This design comes from an exercise in tuning for small area, a short achievable clock period and few clock cycles per item on the open sky130 flow, not from production work.
In this exercise RTL edits were held to simulation tests only and were not proved equivalent to the original.
Power figures rest on the tool's default switching activity, not on a simulated workload.

$ cat design/flow/design.v
`timescale 1ns/1ns
`default_nettype none
package xbar_pkg;
    typedef struct packed {
        logic [3-1:0]  first_pmt;
        logic [4-1:0] pmt_count;
        logic                     width_gear;
        logic [1:0]               depth_gear;
    } lmt_cfg_t;
    typedef enum logic {
        REQ_WRITE  = 1'b0,
        REQ_SEARCH = 1'b1
    } req_op_t;
    typedef struct packed {
        logic [32-1:0] data;
        logic [32-1:0] care;
    } wr_view_t;
    typedef struct packed {
        logic [32-1:0] key;
        logic [32-1:0] reserved;
    } srch_view_t;
    typedef union packed {
        wr_view_t   wr;
        srch_view_t srch;
    } req_payload_u;
    typedef struct packed {
        req_op_t                          op;
        logic [$clog2(2)-1:0]  lmt;
        logic [5-1:0]        addr;
        req_payload_u                     payload;
    } xbar_req_t;
    typedef struct packed {
        logic                      wr_en;
        logic                      srch_en;
        logic [3-1:0] addr;
        logic [16-1:0]  data;
        logic [16-1:0]  care;
    } lane_cmd_t;
    typedef struct packed {
        logic                             valid;
        logic [$clog2(2)-1:0]  lmt;
        logic [3-1:0]          first_pmt;
        logic                             width_gear;
        logic [1:0]                       depth_gear;
        logic [8-1:0]          member;
    } srch_tag_t;
    typedef struct packed {
        logic [$clog2(2)-1:0]  lmt;
        logic                             found;
        logic [5-1:0]        match_addr;
        logic [32-1:0]         matchlines;
    } xbar_resp_t;
endpackage
`default_nettype wire
`timescale 1ns/1ns
`default_nettype none
module tcam_block (
    input  logic        clk,
    input  logic [7:0]  we,
    input  logic [7:0]  wen,
    input  logic [15:0] wp,
    input  logic [15:0] wq,
    input  logic [15:0] kp,
    input  logic [15:0] kq,
    output logic [7:0]  hit
);
    for (genvar e = 0; e < 8; e++) begin : g_ent
        logic [15:0] n0_q, n1_q;
        always_ff @(posedge clk) begin
            n0_q <= ({16{we[e]}} & wp) | ({16{wen[e]}} & n0_q);
            n1_q <= ({16{we[e]}} & wq) | ({16{wen[e]}} & n1_q);
        end
        assign hit[e] = ~|(~((n0_q | kq) & (n1_q | kp)));
    end
endmodule
`default_nettype wire
`timescale 1ns/1ns
`default_nettype none
module match_result (
    input  logic [7:0][7:0] hit,
    input  logic [3:0][7:0] sel,      
    input  logic [3:0]      row_ok,   
    output logic [31:0]     ml
);
    always_comb begin
        for (int r = 0; r < 4; r++) begin
            for (int e = 0; e < 8; e++) begin
                logic m;
                m = row_ok[r];
                for (int s = 0; s < 8; s++) begin
                    m = m & (hit[s][e] | ~sel[r][s]);
                end
                ml[r*8+e] = m;
            end
        end
    end
endmodule
`default_nettype wire
`timescale 1ns/1ns
`default_nettype none
module segment_crossbar (
    input  logic        clk,
    input  logic        rst_n,
    input  logic [19:0] cfg,
    input  logic [70:0] req,
    input  logic        req_valid,
    output logic        req_ready,
    output logic [38:0] resp,
    output logic        resp_valid,
    input  logic        resp_ready
);
    logic [3:0] cnt0, cnt1, cnt_f, cnt_g;
    logic       w0, w1, w_f, w_g;
    logic [1:0] d0, d1;
    logic       big1;
    assign cnt0 = cfg[6:3];
    assign w0   = cfg[2];
    assign d0   = cfg[1:0];
    assign cnt1 = cfg[16:13];
    assign w1   = cfg[12];
    assign d1   = cfg[11:10];
    assign big1  = cnt1 > cnt0;
    assign cnt_f = big1 ? cnt1 : cnt0;
    assign cnt_g = big1 ? cnt0 : cnt1;
    assign w_f   = big1 ? w1 : w0;
    assign w_g   = big1 ? w0 : w1;
    logic [7:0]      s_used_d, s_used;
    logic [7:0]      s_tbl_d, s_tbl;
    logic [7:0][1:0] s_row_d, s_row;
    logic [7:0]      s_hi_d, s_hi;
    for (genvar j = 0; j < 8; j++) begin : g_pos
        localparam int S = (j % 2 == 0) ? j / 2 : 4 + j / 2;
        logic       in_f;
        logic [3:0] rel;
        logic       w;
        assign in_f        = 4'(j) < cnt_f;
        assign rel         = in_f ? 4'(j) : 4'(j) - cnt_f;
        assign w           = in_f ? w_f : w_g;
        assign s_used_d[S] = 5'(j) < ({1'b0, cnt_f} + {1'b0, cnt_g});
        assign s_tbl_d[S]  = in_f ? big1 : ~big1;
        assign s_row_d[S]  = w ? rel[2:1] : rel[1:0];
        assign s_hi_d[S]   = w & rel[0];
    end
    always_ff @(posedge clk) begin
        s_used <= s_used_d;
        s_tbl  <= s_tbl_d;
        s_row  <= s_row_d;
        s_hi   <= s_hi_d;
    end
    logic [1:0][3:0] row_ok;
    always_ff @(posedge clk) begin
        row_ok[0] <= {d0[1], d0[1], d0[1] | d0[0], 1'b1};
        row_ok[1] <= {d1[1], d1[1], d1[1] | d1[0], 1'b1};
    end
    logic        rdy_q;
    logic        live_q;
    logic        clr;
    always_ff @(posedge clk or negedge rst_n) begin
        if (!rst_n) live_q <= 1'b0;
        else        live_q <= 1'b1;
    end
    assign clr = ~live_q;
    logic        acc;
    logic        op;
    logic        lmt;
    logic [4:0]  addr;
    logic [31:0] data, care;
    logic [31:0] bus_p, bus_q;
    assign acc  = req_valid & rdy_q;
    assign op   = req[70];
    assign lmt  = req[69];
    assign addr = req[68:64];
    assign data = req[63:32];
    assign care = req[31:0];
    assign bus_p = data  | ({32{~op}} & ~care);
    assign bus_q = ~data | ({32{~op}} & ~care);
    logic [7:0][7:0] hit;
    for (genvar s = 0; s < 8; s++) begin : g_slot
        logic [15:0] kp, kq, wp, wq;
        logic        blk_we;
        if (s < 4) begin : g_lo
            assign kp = bus_p[15:0];
            assign kq = bus_q[15:0];
        end else begin : g_mx
            assign kp = s_hi[s] ? bus_p[31:16] : bus_p[15:0];
            assign kq = s_hi[s] ? bus_q[31:16] : bus_q[15:0];
        end
        assign wp = {kp[15:1], kp[0] & live_q};
        assign wq = {kq[15:1], kq[0] & live_q};
        assign blk_we = acc & ~op & s_used[s] & (s_tbl[s] == lmt) & (s_row[s] == addr[4:3]);
        logic [7:0] we, wen;
        for (genvar e = 0; e < 8; e++) begin : g_we
            assign we[e]  = clr | (blk_we & (addr[2:0] == 3'(e)));
            assign wen[e] = live_q & ~(blk_we & (addr[2:0] == 3'(e)));
        end
        tcam_block u_pmt (
            .clk (clk),
            .we  (we),
            .wen (wen),
            .wp  (wp),
            .wq  (wq),
            .kp  (kp),
            .kq  (kq),
            .hit (hit[s])
        );
    end
    logic [3:0][7:0] sel;
    always_comb begin
        for (int r = 0; r < 4; r++) begin
            for (int s = 0; s < 8; s++) begin
                sel[r][s] = s_used[s] & (s_tbl[s] == lmt) & (s_row[s] == 2'(r));
            end
        end
    end
    logic            s1_v;
    logic            s1_lmt;
    logic [7:0][7:0] s1_hit;
    logic [3:0][7:0] s1_sel;
    logic [3:0]      s1_rok;
    always_ff @(posedge clk or negedge rst_n) begin
        if (!rst_n) s1_v <= 1'b0;
        else if (rdy_q) s1_v <= acc & op;
    end
    always_ff @(posedge clk) begin
        if (rdy_q) begin
            s1_lmt <= lmt;
            s1_hit <= hit;
            s1_sel <= sel;
            s1_rok <= row_ok[lmt];
        end
    end
    logic [31:0] s1_ml;
    match_result u_result (
        .hit    (s1_hit),
        .sel    (s1_sel),
        .row_ok (s1_rok),
        .ml     (s1_ml)
    );
    logic        found;
    logic [4:0]  first_hit;
    logic [38:0] in_d;
    always_comb begin
        found     = |s1_ml;
        first_hit = '0;
        for (int e = 31; e >= 0; e--) begin
            if (s1_ml[e]) first_hit = 5'(e);
        end
    end
    assign in_d = {s1_lmt, found, first_hit, s1_ml};
    logic        out_v, sk_v;
    logic [38:0] out_d, sk_d;
    logic        load;
    logic        sk_v_n;
    assign load   = ~out_v | resp_ready;
    assign sk_v_n = sk_v ? ~resp_ready : (out_v & ~resp_ready & s1_v);
    always_ff @(posedge clk or negedge rst_n) begin
        if (!rst_n) begin
            out_v <= 1'b0;
            sk_v  <= 1'b0;
            rdy_q <= 1'b0;
        end else begin
            out_v <= load ? (sk_v | s1_v) : 1'b1;
            sk_v  <= sk_v_n;
            rdy_q <= ~sk_v_n;
        end
    end
    always_ff @(posedge clk) begin
        if (load) out_d <= sk_v ? sk_d : in_d;
        if (!sk_v) sk_d <= in_d;
    end
    assign req_ready  = rdy_q;
    assign resp       = out_d;
    assign resp_valid = out_v;
endmodule
`default_nettype wire
$ cat design/flow/run.sh
#!/bin/bash
# synth_recipe.tcl (not shown) runs the flow's synth.tcl, then flattens the netlist and writes it again
# the make line also repeats each setting of config.mk as NAME=value (left out here)
make -C /OpenROAD-flow-scripts/flow DESIGN_CONFIG=/design/flow/config.mk WORK_HOME=/design/flow/orfs CLKGATE_MAP_FILE= SYNTH_SCRIPT=/design/flow/synth_recipe.tcl finish
$ cat design/flow/config.mk
export PLATFORM = sky130hd
export DESIGN_NAME = segment_crossbar
export DESIGN_NICKNAME = segment_crossbar
export VERILOG_FILES = /design/flow/design.v
export SDC_FILE = /design/flow/constraint.sdc
export NUM_CORES = 4
export LEC_CHECK = 0
export CAP_MARGIN = 20
export CORE_MARGIN = 2
export CORE_UTILIZATION = 40
export CTS_CLUSTER_DIAMETER = 140
export CTS_CLUSTER_SIZE = 24
export SETUP_SLACK_MARGIN = 4.5
export SLEW_MARGIN = 20
export SYNTH_HIERARCHICAL = 1
$ cat design/flow/constraint.sdc
create_clock -name core_clock -period 7.5 [get_ports {clk}]
set_input_delay 1.5000 -clock core_clock [delete_from_list [all_inputs] [get_ports {clk}]]
set_output_delay 1.5000 -clock core_clock [all_outputs]
set_load 0.01 [all_outputs]
==> impl_metrics.tcl, run 1 <==
set metrics [dict create \
    num_vias 73100 \
    placementRows 169 \
    hold_class "reg -> reg" \
    cpPeakStageDelay_ns 0.77 \
    cp.depth 9 \
    clock_path_buffers 3 \
    worstPathRequired_ns 8.08 \
    start_util 0.404 \
    fin_tns_setup_ns 0 \
    synthArstFlopShare 0.00220 \
    avgSynthCellArea_sq_um 10.6 \
    hold_viol 0 \
    first_global_vias 66500 \
    syn2layout_area_growth_pct 16.6 \
    status "complete, no violations" \
    drv_cap 0 \
    nets 8323 \
    ys_seq_area_frac 0.546 \
    gp_congestion 0.946 \
    ir_worst_vdd_uv 223 \
    io_pins 136 \
    r2r-end "out_d[33]" \
    r2r-start "s1_sel[28]" \
    core_sq_mm 0.213 \
    die_y_microns 467 \
    ys_ff_latch 2270 \
    rrSetupSlack_ns 4.49 \
    critical_path.slowest_cell "nor2_2" \
    yosysWarnings 9 \
    portBuffers 129 \
    cp-start-kind "input port" \
    crit_buf_inv 3 \
    setup_viol 0 \
    drive_gt1_frac 0.177 \
    worstPathMaxFanout 7 \
    fin_crit_sh 0.423 \
    tightest_slew_ns 0.999 \
    slew_violations 0 \
    grt_start_max_net_pins 65 \
    rsz0062_at_grt "yes" \
    power_density_mw_per_mm2 284 \
    ant_nets 0 \
    htreeDepth 3 \
    endpoint_kind "register" \
    hold_slack_ns 0.479 \
    synth_cell_types 70 \
    cts_buffers 104 \
    drc 0 \
    post-route-min-period_ns 3.17 \
    skew_ns 0.0684 \
    overflow 0 \
    drt_pre_antenna_iters 6 \
    routedWlPerCell_microns 30.6 \
    hpwl_microns 172000 \
    antenna_found_initial 33 \
    clock_sinks 2270 \
    path_delay_family "simple AND/OR/NAND/NOR gates" \
    tritoncts "done" \
    synthFlopType "dfxtp_1" \
    crit_path_start "req[59]" \
    root_buffer "clkbuf_16" \
    relSlewSlack 0.328 \
    reg2reg_depth 10 \
    leakagePower_nw 40.0 \
    fmax_mhz 315 \
    drt_iter0_markers 8894 \
    die-area_sq_mm 0.218 \
    grt_usage 0.286 \
    synth_edf_count 138 \
    syn_area_sq_mm 0.0858 \
    die_w_microns 467 \
    grt_pass1_wl_microns 469000 \
    syn-instance-count 8102 \
    insertion_delay_ns 0.82 \
    crit_path_frequent_cell "nor2_1" \
    routed_wl_microns 339000 \
    cp_cell_sequence "clkdlybuf4s50_1 > nor2_2 > a21oi_2 > buf_4 > clkbuf_4 > o22ai_1 > nor2_1 > nand4_1 > nor2_1" \
    cp.arrival_ns 3.75 \
    cts.clk_slew.worst_paths_ns 0.10 \
    via_per_inst 6.60 \
    crit_path_end "s1_hit[55]" \
    critical_path_class "in -> reg" \
]
cell families (layout without fill, tap and decap cells):
group	count (synthesis)	in the layout	share of synthesized area
AOI/OAI and AO/OA	3468	3499	0.313
xor gates and xnor gates	26	26	0.00266
adders and majority gates	11	11	0.00169
buffers and inverters	1069	1170	0.0632
DFF	2270	2270	0.546
muxes	46	46	0.00592
other	2	32	0.0000876
and+or+nand+nor	1210	1210	0.0672
power breakdown:
| group | total (W) | switching (W) | internal, W |
|---|---|---|---|
| clock | 0.00656 | 0.00391 | 0.00265 |
| sequential | 0.0149 | 0.000995 | 0.0139 |
| combinational | 0.00696 | 0.00398 | 0.00298 |
registers in the layout, indices dropped and copies added (netlist names):
name and flops:
g_slot.u_pmt.g_ent.n0_q 1024, out_d 39, s1_v 1, live_q 1, s1_rok 2, s_row 16
s1_hit 64, out_v 1, sk_v 1, s1_sel 32, g_slot.u_pmt.g_ent.n1_q 1024, s_hi 4
s_used 8, sk_d 39, rdy_q 1, row_ok 4, s_tbl 8, s1_lmt 1
metal layers:
| metal | vias up | share of wire | track usage |
|---|---|---|---|
| met3 | 924 | 0.11 | 0.0670 |
| met4 | 22 | 0.064 | 0.165 |
| li1 | 31200 | - | - |
| met2 | 4405 | 0.43 | 0.429 |
| met1 | 36500 | 0.40 | 0.376 |
| met5 | - | 0.00040 | 0 |
cells in the mapped netlist (all sizes together) (5+ instances only):
cell	n	area, sq um
dfxtp	2127	42600
a22o	2050	18000
o22ai	1060	6630
buf	866	4650
nor2	779	2920
a21oi	147	739
edfxtp	138	4140
o21ai	135	867
nand4	131	820
inv	105	394
clkbuf	95	358
nand2b	83	519
nand2	41	154
nor2b	40	250
nor4	40	450
mux2	32	360
o2111ai	32	280
o21bai	17	128
or2b	16	120
nor3b	15	113
and2	14	87.6
mux2i	14	148
nor3	14	70.1
xor2	14	123
xnor2	12	105
ha	10	125
nand3	9	45.0
or4	7	52.6
and4	6	52.6
dfrtp	5	125
cell type report:
| class | count | area, sq um |
|---|---|---|
| fill | 19100 | 113000 |
| sequential | 2270 | 46900 |
| tap | 2821 | 3530 |
| clock inverter | 3 | 30.0 |
| clock buffer | 128 | 2820 |
| timing repair inverter | 3 | 23.8 |
| inverter | 108 | 552 |
| antenna | 22 | 55.1 |
| timing repair buffer | 928 | 9790 |
| multi-input combinational | 4802 | 36300 |
per-module statistics from Yosys (local to each module, per instance):
module,cells,flip-flops and latches,times used
segment_crossbar,1106,222,1
tcam_block,840,256,8
match_result,276,0,1
what timing repair did:
action	in CTS	in global routing
setup buffers	279	177
pin swaps	92	101
hold buffers	0	0
endpoints found under the setup margin	2189	947
resized for setup	571	318
cloned	77	42
how the worst min path moves through the flow:
stage,startpoint,cells after the start,to,slack [ns]
floorplan,sk_d[13],2,sk_d[13],0.43
global placement,g_slot[0].u_pmt.g_ent[7].n0_q[5],1,g_slot[0].u_pmt.g_ent[7].n0_q[5],0.45
detailed placement,g_slot[1].u_pmt.g_ent[7].n1_q[2],1,g_slot[1].u_pmt.g_ent[7].n1_q[2],0.45
CTS,sk_d[27],1,sk_d[27],0.48
global route,g_slot[6].u_pmt.g_ent[0].n1_q[10],1,g_slot[6].u_pmt.g_ent[0].n1_q[10],0.49
finish,g_slot[5].u_pmt.g_ent[2].n1_q[1],1,g_slot[5].u_pmt.g_ent[2].n1_q[1],0.48
layout by cell type (no fill, tap or decap), types with 16 or more instances in the layout:
master	count
dfxtp_1	2123
a22o_1	2050
o22ai_1	1043
nor2_1	680
buf_4	494
edfxtp_1	138
nand4_1	131
buf_6	125
clkbuf_16	121
o21ai_4	96
buf_12	83
a21oi_1	82
nand2b_1	81
nor2_2	54
clkdlybuf4s50_1	46
a21oi_2	45
nor2_4	45
dlygate4sd2_1	38
nand2_1	36
buf_2	36
inv_4	35
o21ai_1	34
inv_1	31
mux2_2	31
inv_2	30
o2111ai_1	29
nor2b_1	26
nor4_2	24
bufbuf_16	23
diode_2	22
a21oi_4	20
o21ai_0	18
o21ai_2	18
clkbuf_1	18
buf_8	18
clkdlybuf4s15_1	17
o21bai_4	16
or2b_1	16
per-stage QoR:
| stage | std cells | util | power, W | setup slack, ns | cell area [sq um] |
|---|---|---|---|---|---|
| after floorplan | 8110 | - | 0.0189 | 3.75 | 88000 |
| final | 11100 | 0.470 | 0.0284 | 4.33 | 100000 |
| after detailed placement | 10400 | 0.417 | 0.0207 | 1.78 | 88700 |
| after CTS | 10800 | 0.456 | 0.0277 | 4.47 | 96800 |
| after global routing | 11100 | 0.470 | 0.0294 | 4.34 | 99900 |
| after global placement | 10400 | 0.417 | 0.0206 | 1.84 | 88600 |
Testbench counts, summed over its fixed seeds: cycles 32,416, requests 32,392.
==> run 2: changes to the inputs <==
--- a/design/flow/config.mk
+++ b/design/flow/config.mk
@@ -7,7 +7,7 @@
 export LEC_CHECK = 0
 export CAP_MARGIN = 20
 export CORE_MARGIN = 2
-export CORE_UTILIZATION = 40
+export CORE_UTILIZATION = 55
 export CTS_CLUSTER_DIAMETER = 140
 export CTS_CLUSTER_SIZE = 24
 export SETUP_SLACK_MARGIN = 4.5
==> impl_metrics.tcl, run 2 <==
set metrics [dict create \
    routed_wl_microns 318000 \
    ir_worst_vdd_uv 219 \
    hpwl_microns 170000 \
    portBuffers 129 \
    reg_top3 "g_slot.u_pmt.g_ent.n0_q: 1024 flops, g_slot.u_pmt.g_ent.n1_q: 1024 flops, s1_hit: 64 flops" \
    via_per_inst 7.00 \
    routedWlPerCell_microns 31.1 \
    synthFlopType "dfxtp_1" \
    pre_cts_slack_ns 2.02 \
    p_clk_frac 0.227 \
    cp_cell_sequence "buf_16 > buf_12 > buf_12 > o21bai_4 > buf_6 > buf_12 > nor2_4 > a21oi_4 > buf_6 > buf_6 > o22ai_2 > nor2_1 > nand4_1 > nor2_4" \
    endpoint_kind "register" \
    ant_nets 0 \
    worstPathRequired_ns 8.06 \
    core_sq_mm 0.154 \
    fin_cells 10200 \
    cp-start-kind "input port" \
    dp_cells 9574 \
    crit_path_start "req[70]" \
    critical_path.slowest_cell "nor2_4" \
    tightest_slew_ns 1.37 \
    hold_viol 0 \
    leakagePower_nw 39.7 \
    yosysWarnings 9 \
    min_from "g_slot[0].u_pmt.g_ent[7].n0_q[10]" \
    syn2layout_area_growth_pct 15.2 \
    syn-instance-count 8102 \
    antenna_found_initial 21 \
    grt_usage 0.374 \
    num_vias 71500 \
    power_density_mw_per_mm2 285 \
    die_w_microns 399 \
    synth_common_cells "2127 x dfxtp_1, 2050 x a22o_1, 1060 x o22ai_1, 779 x nor2_1, 441 x buf_2" \
    synthTopCellsByArea "dfxtp_1 50%, a22o_1 21%, o22ai_1 7.7%" \
    crit_buf_inv 7 \
    fin_crit_sh 0.431 \
    htreeDepth 3 \
    synth_cell_types 70 \
    avgSynthCellArea_sq_um 10.6 \
    setup_slack_ns 4.27 \
    drt_iter0_markers 9339 \
    cp.arrival_ns 3.79 \
    mostFrequentLayoutCell "dfxtp_1" \
    die-area_sq_mm 0.159 \
    status "complete, no violations" \
    path_delay_family "buffers and inverters" \
    slew_violations 0 \
    ys_seq_area_frac 0.546 \
    r2r-start "s1_sel[29]" \
    cts.clk_slew.worst_paths_ns 0.10 \
    synth_edf_count 138 \
    synth_most_common_cell "dfxtp_1" \
    p_int_w 0.0194 \
    die_y_microns 399 \
    critical_path_class "in -> reg" \
    worstPathMaxFanout 6 \
    synthArstFlopShare 0.00220 \
    relSlewSlack 0.0866 \
    num-fill-cells 12100 \
    clock_path_buffers 3 \
    hold_buffers 0 \
    syn_area_sq_mm 0.0858 \
    post-route-min-period_ns 3.23 \
    synth_top_area_frac 0.497 \
    switching_share 0.310 \
    drv_cap 0 \
    grt_pass1_wl_microns 448000 \
    cts_buffers 104 \
    final_cell_mix "2123 x dfxtp_1, 2050 x a22o_1, 1014 x o22ai_1" \
    rsz0062_at_grt "yes" \
    clock_sinks 2270 \
    tritoncts "done" \
    hold_class "reg -> reg" \
    nets 8258 \
    placementRows 144 \
    gp_congestion 0.962 \
    cpPeakStageDelay_ns 0.32 \
    fin_tns_setup_ns 0 \
    skew_ns 0.0314 \
    hold_slack_ns 0.478 \
    drive_gt1_frac 0.175 \
    drc 0 \
    first_global_vias 65700 \
    insertion_delay_ns 0.78 \
    drt_pre_antenna_iters 6 \
    start_util 0.555 \
    fin_util 0.640 \
    ys_ff_latch 2270 \
    pwr-share-seq 0.530 \
    yosys.area.top_type "dfxtp_1" \
    io_pins 136 \
    grt_start_max_net_pins 104 \
    p_sw_w 0.00872 \
    fmax_mhz 309 \
    root_buffer "clkbuf_16" \
    overflow 0 \
    comb_power_share 0.243 \
    setup_viol 0 \
]
## run 2: cell counts after synthesis
Identical to the previous run, type by type.
## run 2: kinds of logic (layout without fill, tap and decap cells)
| kind of cell | after synthesis | after routing | synth area share |
|---|---|---|---|
| buf+inv | 1069 | 1099 | 0.0632 |
| xor+xnor | 26 | 26 | 0.00266 |
| simple gates | 1210 | 1211 | 0.0672 |
| flops | 2270 | 2270 | 0.546 |
| mux | 46 | 46 | 0.00592 |
| compound gates | 3468 | 3498 | 0.313 |
| fa+ha+maj | 11 | 11 | 0.00169 |
| other cells | 2 | 17 | 0.0000876 |
## run 2: cell type report
cell class                 instances  area (sq um)  area share
clock buffer                     120          2660      0.0269
timing repair inverter             2          15.0    0.000152
sequential                      2270         46900       0.474
clock inverter                     5          53.8    0.000544
inverter                         108           577     0.00584
antenna                            7          17.5    0.000177
tap                             2044          2560      0.0259
multi-input combinational       4802         36600       0.370
timing repair buffer             864          9520      0.0964
## run 2: worst reg2reg max path, cell delays in order, from the launching register on
cell       delay, ns
edfxtp_1        0.57
nand2b_1        0.15
o2111ai_1       0.23
nor4_4          0.32
buf_4           0.18
nor2_1          0.05
o31ai_1         0.22
a211oi_1        0.11
o311ai_1        0.32
a311oi_1        0.16
o41ai_2         0.31
buf_4           0.18
## run 2: what timing repair did
action	4_1_cts	5_1_grt
setup buffers	286	142
pin swaps	144	165
setup endpoints to repair	2190	1547
gates resized for setup	712	333
gates cloned	64	23
## run 2: power by group through the flow
stage | clock [W] | combinational, W | sequential [W]
2_1_floorplan | 0 | 0.00405 | 0.0148
3_3_place_gp | 0 | 0.00547 | 0.0151
3_5_place_dp | 0 | 0.00556 | 0.0151
4_1_cts | 0.00645 | 0.00621 | 0.0149
5_1_grt | 0.00684 | 0.00716 | 0.0151
6_report | 0.00639 | 0.00682 | 0.0149
## run 2: Yosys stat by module, one instance, submodules excluded
| module | cell area (sq um) | flops+latches | copies in the design |
|---|---|---|---|
| segment_crossbar | 10800 | 222 | 1 |
| match_result | 1920 | 0 | 1 |
| tcam_block | 9130 | 256 | 8 |
## run 2: path summary, 6_finish.rpt
| path | end | slack, ns | depth (start not counted) |
|---|---|---|---|
| setup / recovery | s1_hit[37] | 4.27 | 14 |
| max in group asynchronous | rdy_q | 6.18 | 1 |
| hold / removal | g_slot[0].u_pmt.g_ent[7].n0_q[10] | 0.48 | 1 |
| hold reg to reg | g_slot[0].u_pmt.g_ent[7].n0_q[10] | 0.48 | 1 |
| min in group asynchronous | live_q | 1.01 | 1 |
| setup reg to reg | out_d[33] | 4.59 | 11 |
## run 2: routing by layer
layer | wire length [microns] | global-route usage | vias to the layer above
met2 | 134000 | 0.541 | 4165
li1 | - | - | 31100
met1 | 132000 | 0.529 | 35500
met3 | 34700 | 0.0775 | 742
met5 | 151 | 0 | -
met4 | 17900 | 0.187 | 22
## run 2: through the flow
stage | power (W) | cell area [sq um]
after floorplan | 0.0189 | 88000
after global placement | 0.0205 | 87600
after detailed placement | 0.0207 | 87600
after CTS | 0.0275 | 96000
after global routing | 0.0291 | 98800
final | 0.0281 | 98800
==> run 3: changes to the inputs <==
--- a/design/flow/config.mk
+++ b/design/flow/config.mk
@@ -7,9 +7,9 @@
 export LEC_CHECK = 0
 export CAP_MARGIN = 20
 export CORE_MARGIN = 2
-export CORE_UTILIZATION = 55
-export CTS_CLUSTER_DIAMETER = 140
-export CTS_CLUSTER_SIZE = 24
+export CORE_UTILIZATION = 40
+export CTS_CLUSTER_DIAMETER = 150
+export CTS_CLUSTER_SIZE = 30
 export SETUP_SLACK_MARGIN = 4.5
 export SLEW_MARGIN = 20
 export SYNTH_HIERARCHICAL = 1
==> impl_metrics.tcl, run 3 <==
set metrics [dict create \
    gp_congestion 0.946 \
    antenna_found_initial 33 \
    core_sq_mm 0.213 \
    avgSynthCellArea_sq_um 10.6 \
    start_util 0.404 \
    fmax_mhz 308 \
    nets 8323 \
    drive_gt1_frac 0.176 \
    synth_common_cells "2127 x dfxtp_1, 2050 x a22o_1, 1060 x o22ai_1, 779 x nor2_1, 441 x buf_2" \
    syn2layout_area_growth_pct 16.2 \
    skew_ns 0.0514 \
    power_w 0.0278 \
    portBuffers 129 \
    routed_wl_microns 337000 \
    cts_buffers 85 \
    die_w_microns 467 \
    cp_cell_sequence "clkdlybuf4s50_1 > nor2_1 > nor2_2 > a21oi_4 > buf_12 > clkbuf_4 > o22ai_1 > nor2_1 > nand4_1 > nor2_4" \
    grt_pass1_wl_microns 463000 \
    ir_worst_vdd_uv 185 \
    relSlewSlack 0.292 \
    clock_path_buffers 3 \
    synth_cell_types 70 \
    status "complete, no violations" \
    reg_top3 "g_slot.u_pmt.g_ent.n0_q: 1024 flops, g_slot.u_pmt.g_ent.n1_q: 1024 flops, s1_hit: 64 flops" \
    via_per_inst 6.55 \
    drt_pre_antenna_iters 6 \
    ys_ff_latch 2270 \
    syn_area_sq_mm 0.0858 \
    grt_start_max_net_pins 65 \
    yosysWarnings 9 \
    ys_seq_area_frac 0.546 \
    hpwl_microns 172000 \
    crit_path_frequent_cell "nor2_1" \
    setup_viol 0 \
    overflow 0 \
    synthFlopType "dfxtp_1" \
    synth_edf_count 138 \
    drt_iter0_markers 9235 \
    syn-instance-count 8102 \
    tightest_slew_ns 1.05 \
    synth_top_area_frac 0.497 \
    power_density_mw_per_mm2 279 \
    yosys.area.top_type "dfxtp_1" \
    num_vias 72600 \
    die-area_sq_mm 0.218 \
    first_global_vias 66400 \
    slew_violations 0 \
    fin_tns_setup_ns 0 \
    cts.clk_slew.worst_paths_ns 0.12 \
    drv_cap 0 \
    synthTopCellsByArea "dfxtp_1 50%, a22o_1 21%, o22ai_1 7.7%" \
    mostFrequentLayoutCell "dfxtp_1" \
    ant_nets 0 \
    leakagePower_nw 39.9 \
    io_pins 136 \
    root_buffer "clkbuf_16" \
    synth_most_common_cell "dfxtp_1" \
    clock_sinks 2270 \
    worstPathMaxFanout 7 \
    hold_viol 0 \
    fin_crit_sh 0.432 \
    htreeDepth 3 \
    cp-start-kind "input port" \
    post-route-min-period_ns 3.24 \
    insertion_delay_ns 0.79 \
    grt_usage 0.282 \
    drc 0 \
    final_cell_mix "2123 x dfxtp_1, 2050 x a22o_1, 1045 x o22ai_1" \
    placementRows 169 \
    routedWlPerCell_microns 30.4 \
    tritoncts "done" \
    critical_path_class "in -> reg" \
    die_y_microns 467 \
    endpoint_kind "register" \
    hold_class "reg -> reg" \
    synthArstFlopShare 0.00220 \
    cpPeakStageDelay_ns 0.67 \
    cp.arrival_ns 3.76 \
    rsz0062_at_grt "yes" \
    worstPathRequired_ns 8.02 \
    critical_path.slowest_cell "nor2_2" \
]
-- run 3: cell types whose count changed in the layout (fill, tap and decap cells not counted), sizes merged, moves of 2 or more --
cell           delta
buf              +51
clkdlybuf4s15    +16
dlygate4sd2      -14
diode            +12
bufbuf            +9
dlymetal6s2s      +8
clkdlybuf4s50     -2
-- run 3: Yosys stat by module (local to each module, per instance) --
module	cells inside	area, sq um
tcam_block	840	9130
match_result	276	1920
segment_crossbar	1106	10800
-- run 3: final timing paths --
| check | from | endpoint | slack [ns] | cells past startpoint |
|---|---|---|---|---|
| hold reg to reg | g_slot[0].u_pmt.g_ent[7].n1_q[8] | g_slot[0].u_pmt.g_ent[7].n1_q[8] | 0.48 | 1 |
| max in group asynchronous | rst_n | live_q | 6.34 | 1 |
| setup / recovery | req[19] | s1_hit[57] | 4.26 | 10 |
| setup reg to reg | s1_sel[27] | out_d[33] | 4.57 | 8 |
| hold / removal | g_slot[0].u_pmt.g_ent[7].n1_q[8] | g_slot[0].u_pmt.g_ent[7].n1_q[8] | 0.48 | 1 |
| min in group asynchronous | rst_n | rdy_q | 0.95 | 1 |
-- run 3: worst max-delay path: cells and delay by family --
kind                   cells  cell delay, ns
and+or+nand+nor            5            1.06
AOI/OAI and AO/OA          2            0.33
buffers and inverters      3            0.85
-- run 3: cell families (layout without fill, tap and decap cells) --
kind of cell,after synthesis,count (layout),share of synthesized area
adder cells (fa/ha/maj),11,11,0.00169
other,2,29,0.0000876
AO/OA/AOI/OAI,3468,3499,0.313
multiplexers,46,46,0.00592
buffers and inverters,1069,1165,0.0632
AND/OR/NAND/NOR,1210,1210,0.0672
XOR/XNOR,26,26,0.00266
flip-flops,2270,2270,0.546
-- run 3: per-stage QoR --
step	area [sq um]	util	hold WS (ns)	worst slack, ns	instances
floorplan	88000	-	0.431	3.75	8110
global placement	88600	0.417	0.452	1.84	10400
detailed placement	88700	0.417	0.454	1.78	10400
CTS	96000	0.452	0.486	4.43	10800
global route	99600	0.469	0.497	4.29	11100
finish	99600	0.469	0.483	4.26	11100
-- run 3: power by group --
group          internal (W)  switching, W
Clock               0.00214       0.00376
Combinational       0.00300       0.00397
Sequential           0.0139      0.000994
Total                0.0190       0.00873
-- run 3: what timing repair did --
action                     4_1_cts  5_1_grt
setup endpoints to repair     2189     1246
cloned                          73       48
setup buffers                  255      218
resized for setup              568      330
pin swaps                       96       90
hold buffers                     0        0
-- run 3: final cells by class --
class | count | area [sq um]
fill | 19100 | 113000
sequential | 2270 | 46900
clock buffer | 105 | 2240
timing repair inverter | 4 | 30.0
inverter | 108 | 538
timing repair buffer | 946 | 10100
antenna | 19 | 47.5
tap | 2821 | 3530
clock inverter | 2 | 20.0
multi-input combinational | 4802 | 36200
-- run 3: routing by layer --
| layer | up-vias | GRT usage | wire (microns) |
|---|---|---|---|
| met1 | 36200 | 0.373 | 134000 |
| met5 | - | 0 | 79 |
| met3 | 868 | 0.0606 | 35500 |
| met4 | 12 | 0.166 | 20300 |
| li1 | 31200 | - | - |
| met2 | 4264 | 0.423 | 147000 |
==> run 4: changes to the inputs <==
==> design/flow/flow/run.sh (new file) <==
#!/bin/bash
# The standard layout, with buf_4 as the port buffer instead of the
# default pick (a slow delay buffer). Each tool writes its own log under
# orfs/logs; make's own output goes to make.log here.
set -euo pipefail
export BUFFER_PORTS_ARGS="-buffer_cell sky130_fd_sc_hd__buf_4"
bash standard.sh > make.log 2>&1
==> design/flow/standard.sh (new file) <==
#!/bin/bash
# synth_recipe.tcl (not shown) runs the flow's synth.tcl, then flattens the netlist and writes it again
# the make line also repeats each setting of config.mk as NAME=value (left out here)
make -C /OpenROAD-flow-scripts/flow DESIGN_CONFIG=/design/flow/config.mk WORK_HOME=/design/flow/orfs CLKGATE_MAP_FILE= SYNTH_SCRIPT=/design/flow/synth_recipe.tcl "${@:-finish}"
--- a/design/flow/config.mk
+++ b/design/flow/config.mk
@@ -8,8 +8,8 @@
 export CAP_MARGIN = 20
 export CORE_MARGIN = 2
 export CORE_UTILIZATION = 40
-export CTS_CLUSTER_DIAMETER = 150
-export CTS_CLUSTER_SIZE = 30
+export CTS_CLUSTER_DIAMETER = 140
+export CTS_CLUSTER_SIZE = 24
 export SETUP_SLACK_MARGIN = 4.5
 export SLEW_MARGIN = 20
 export SYNTH_HIERARCHICAL = 1
removed: design/flow/run.sh
==> impl_metrics.tcl, run 4 <==
set metrics [dict create \
    status "complete, no violations" \
    die_w_microns 467 \
    ant_nets 0 \
    drt_pre_antenna_iters 9 \
    synth_common_cells "2127 x dfxtp_1, 2050 x a22o_1, 1060 x o22ai_1, 779 x nor2_1, 441 x buf_2" \
    die-area_sq_mm 0.218 \
    htreeDepth 3 \
    io_pins 136 \
    ir_worst_vdd_uv 188 \
    slew_violations 0 \
    worstPathMaxFanout 25 \
    ys_seq_area_frac 0.546 \
    synth_top_area_frac 0.497 \
    critical_path.slowest_cell "buf_4" \
    die_y_microns 467 \
    cp-start-kind "input port" \
    reg2reg_depth 8 \
    tightest_slew_ns 1.12 \
    synth_most_common_cell "dfxtp_1" \
    mostFrequentLayoutCell "dfxtp_1" \
    via_per_inst 6.48 \
    syn-instance-count 8102 \
    rsz0062_at_grt "no" \
    avgSynthCellArea_sq_um 10.6 \
    yosys.area.top_type "dfxtp_1" \
    cp_cell_sequence "buf_16 > o21bai_4 > buf_4 > and2_2 > buf_6 > a22o_1" \
    skew_ns 0.0428 \
    power_density_mw_per_mm2 290 \
    routed_wl_microns 318000 \
    critical_path_class "in -> reg" \
    fin_util 0.451 \
    design_area_sq_mm 0.0958 \
    hold_class "reg -> reg" \
    routedWlPerCell_microns 29.5 \
    min_from "sk_d[21]" \
    yosysWarnings 9 \
    ys_ff_latch 2270 \
    drive_gt1_frac 0.139 \
    grt_pass1_wl_microns 454000 \
    post-route-min-period_ns 3.02 \
    place_area_sq_mm 0.0883 \
    setup_viol 0 \
    first_global_vias 65800 \
    hold_depth 2 \
    hold_viol 0 \
    final_cell_mix "2123 x dfxtp_1, 2050 x a22o_1, 1060 x o22ai_1" \
    fin_crit_sh 0.403 \
    relSlewSlack 0.246 \
    fmax_mhz 331 \
    drv_cap 0 \
    tritoncts "done" \
    drc 0 \
    synthArstFlopShare 0.00220 \
    core_sq_mm 0.213 \
    endpoint_kind "register" \
    cts_buffers 104 \
    leakagePower_nw 38.1 \
    overflow 0 \
    syn_area_sq_mm 0.0858 \
    portBuffers 129 \
    clock_sinks 2270 \
    cp.arrival_ns 3.76 \
    drt_iter0_markers 8375 \
    synth_cell_types 70 \
    synthTopCellsByArea "dfxtp_1 50%, a22o_1 21%, o22ai_1 7.7%" \
    r2r-start "s1_sel[20]" \
    fin_tns_setup_ns 0 \
    power_w 0.0278 \
    placementRows 169 \
    cpPeakStageDelay_ns 0.57 \
    min_to "sk_d[21]" \
    insertion_delay_ns 0.80 \
    grt_usage 0.276 \
    rrSetupSlack_ns 4.50 \
    reg_top3 "g_slot.u_pmt.g_ent.n0_q: 1024 flops, g_slot.u_pmt.g_ent.n1_q: 1024 flops, s1_hit: 64 flops" \
    syn2layout_area_growth_pct 11.7 \
    cts.clk_slew.worst_paths_ns 0.10 \
    worstPathRequired_ns 8.24 \
    synth_edf_count 138 \
    gp_congestion 0.927 \
    clock_path_buffers 3 \
    start_util 0.404 \
    num_vias 70000 \
    root_buffer "clkbuf_16" \
    grt_start_max_net_pins 65 \
    r2r-end "out_d[33]" \
    synthFlopType "dfxtp_1" \
    hpwl_microns 172000 \
    nets 8025 \
    antenna_found_initial 20 \
]
run 4: kinds of logic after synthesis:
| family | Yosys count | synth area share |
|---|---|---|
| compound gates | 3468 | 0.313 |
| flops | 2270 | 0.546 |
| simple gates | 1210 | 0.0672 |
| buf+inv | 1069 | 0.0632 |
| mux | 46 | 0.00592 |
| xor+xnor | 26 | 0.00266 |
| fa+ha+maj | 11 | 0.00169 |
| other cells | 2 | 0.0000876 |
run 4: per-module statistics from Yosys, one instance, submodules excluded:
module,flops+latches,area (sq um)
match_result,0,1920
segment_crossbar,222,10800
tcam_block,256,9130
run 4: layout make-up:
class                           count  area [sq um]
Antenna cell                        8          20.0
Clock buffer                      154          2920
Clock inverter                      2          27.5
Fill cell                       19400        117000
Inverter                          108           524
Multi-Input combinational cell   4801         35400
Sequential cell                  2270         46900
Tap cell                         2821          3530
Timing Repair Buffer              632          6540
Timing Repair inverter              2          15.0
run 4: worst max-delay path, delay by kind of cell:
kind / cells / cell delay, ns
AO/OA/AOI/OAI: 2 / 0.51
AND/OR/NAND/NOR: 1 / 0.47
buffers and inverters: 3 / 1.21
run 4: timing repair:
item	4_1_cts	5_1_grt
endpoints found under the setup margin	2021	851
cloned	52	15
hold endpoints to repair	0	0
hold buffers	0	0
pin swaps	69	25
buffers inserted	136	79
gates resized for setup	214	122
run 4: report_power, final:
group / leakage [nW] / internal, W / total, W / switching (W)
sequential: 19.6 / 0.0139 / 0.0149 / 0.00101
clock: 1.42 / 0.00270 / 0.00662 / 0.00391
combinational: 17.2 / 0.00264 / 0.00630 / 0.00366
total: 38.1 / 0.0192 / 0.0278 / 0.00859
run 4: worst max-delay path by stage:
stage / startpoint / depth (start not counted) / endpoint / slack, ns
6_report: req[70] / 6 / g_slot[1].u_pmt.g_ent[7].n0_q[0] / 4.48
5_1_grt: cfg[4] / 14 / s_row[5] / 4.50
4_1_cts: req[69] / 7 / g_slot[4].u_pmt.g_ent[1].n0_q[0] / 4.40
3_5_place_dp: req[70] / 11 / s1_hit[41] / 2.58
3_3_place_gp: req[70] / 11 / s1_hit[41] / 2.59
2_1_floorplan: cfg[15] / 14 / s_row[5] / 3.75
run 4: routing by layer:
| layer | wire length (microns) | part of all wire | vias up | track usage |
|---|---|---|---|---|
| met3 | 30100 | 0.095 | 794 | 0.0610 |
| met4 | 19200 | 0.060 | 10 | 0.159 |
| met5 | 61 | 0.00019 | - | 0 |
| met2 | 140000 | 0.44 | 3693 | 0.418 |
| li1 | - | - | 30600 | - |
| met1 | 129000 | 0.40 | 34900 | 0.361 |
run 4: metrics by stage:
step	setup WS [ns]	cells	hold slack (ns)
CTS	4.40	10700	0.466
detailed placement	2.58	10400	0.454
floorplan	3.75	8110	0.431
global placement	2.59	10400	0.450
global route	4.50	10800	0.491
finish	4.48	10800	0.476

-- separate check: timing with driven ports --
Ports are ideal in the flow. The routed layouts listed here were re-timed in OpenROAD. Step 1 (the two cells are an assumption about what drives the block):
set clk [get_ports {clk}]
set_driving_cell -lib_cell sky130_fd_sc_hd__clkbuf_16 $clk
set_driving_cell -lib_cell sky130_fd_sc_hd__buf_2 [delete_from_list [all_inputs] $clk]
Step 2 moves the port delays by t, midway between the first and last clock arrival at a register: inputs arrive t later, outputs are due t later. That takes back most of the time a late clock gives input paths. Slacks: ideal / step 1 / step 2; pairs: ideal / step 1.
| run | shift t [ns] | setup slack, ns | worst register clock-pin slew, ns |
|---|---|---|---|
| run 1 | 0.865 | 4.329 / 4.340 / 3.474 | 0.11 / 0.11 |
| run 2 | 0.839 | 4.269 / 4.224 / 3.385 | 0.12 / 0.12 |
| run 3 | 0.853 | 4.258 / 4.261 / 3.409 | 0.12 / 0.12 |
| run 4 | 0.865 | 4.478 / 4.421 / 3.555 | 0.11 / 0.11 |
After both steps setup and hold are still met in every run listed. The setup slack of run 4, which loses most, moves by -0.057 ns with the drivers and by -0.923 ns with both steps.
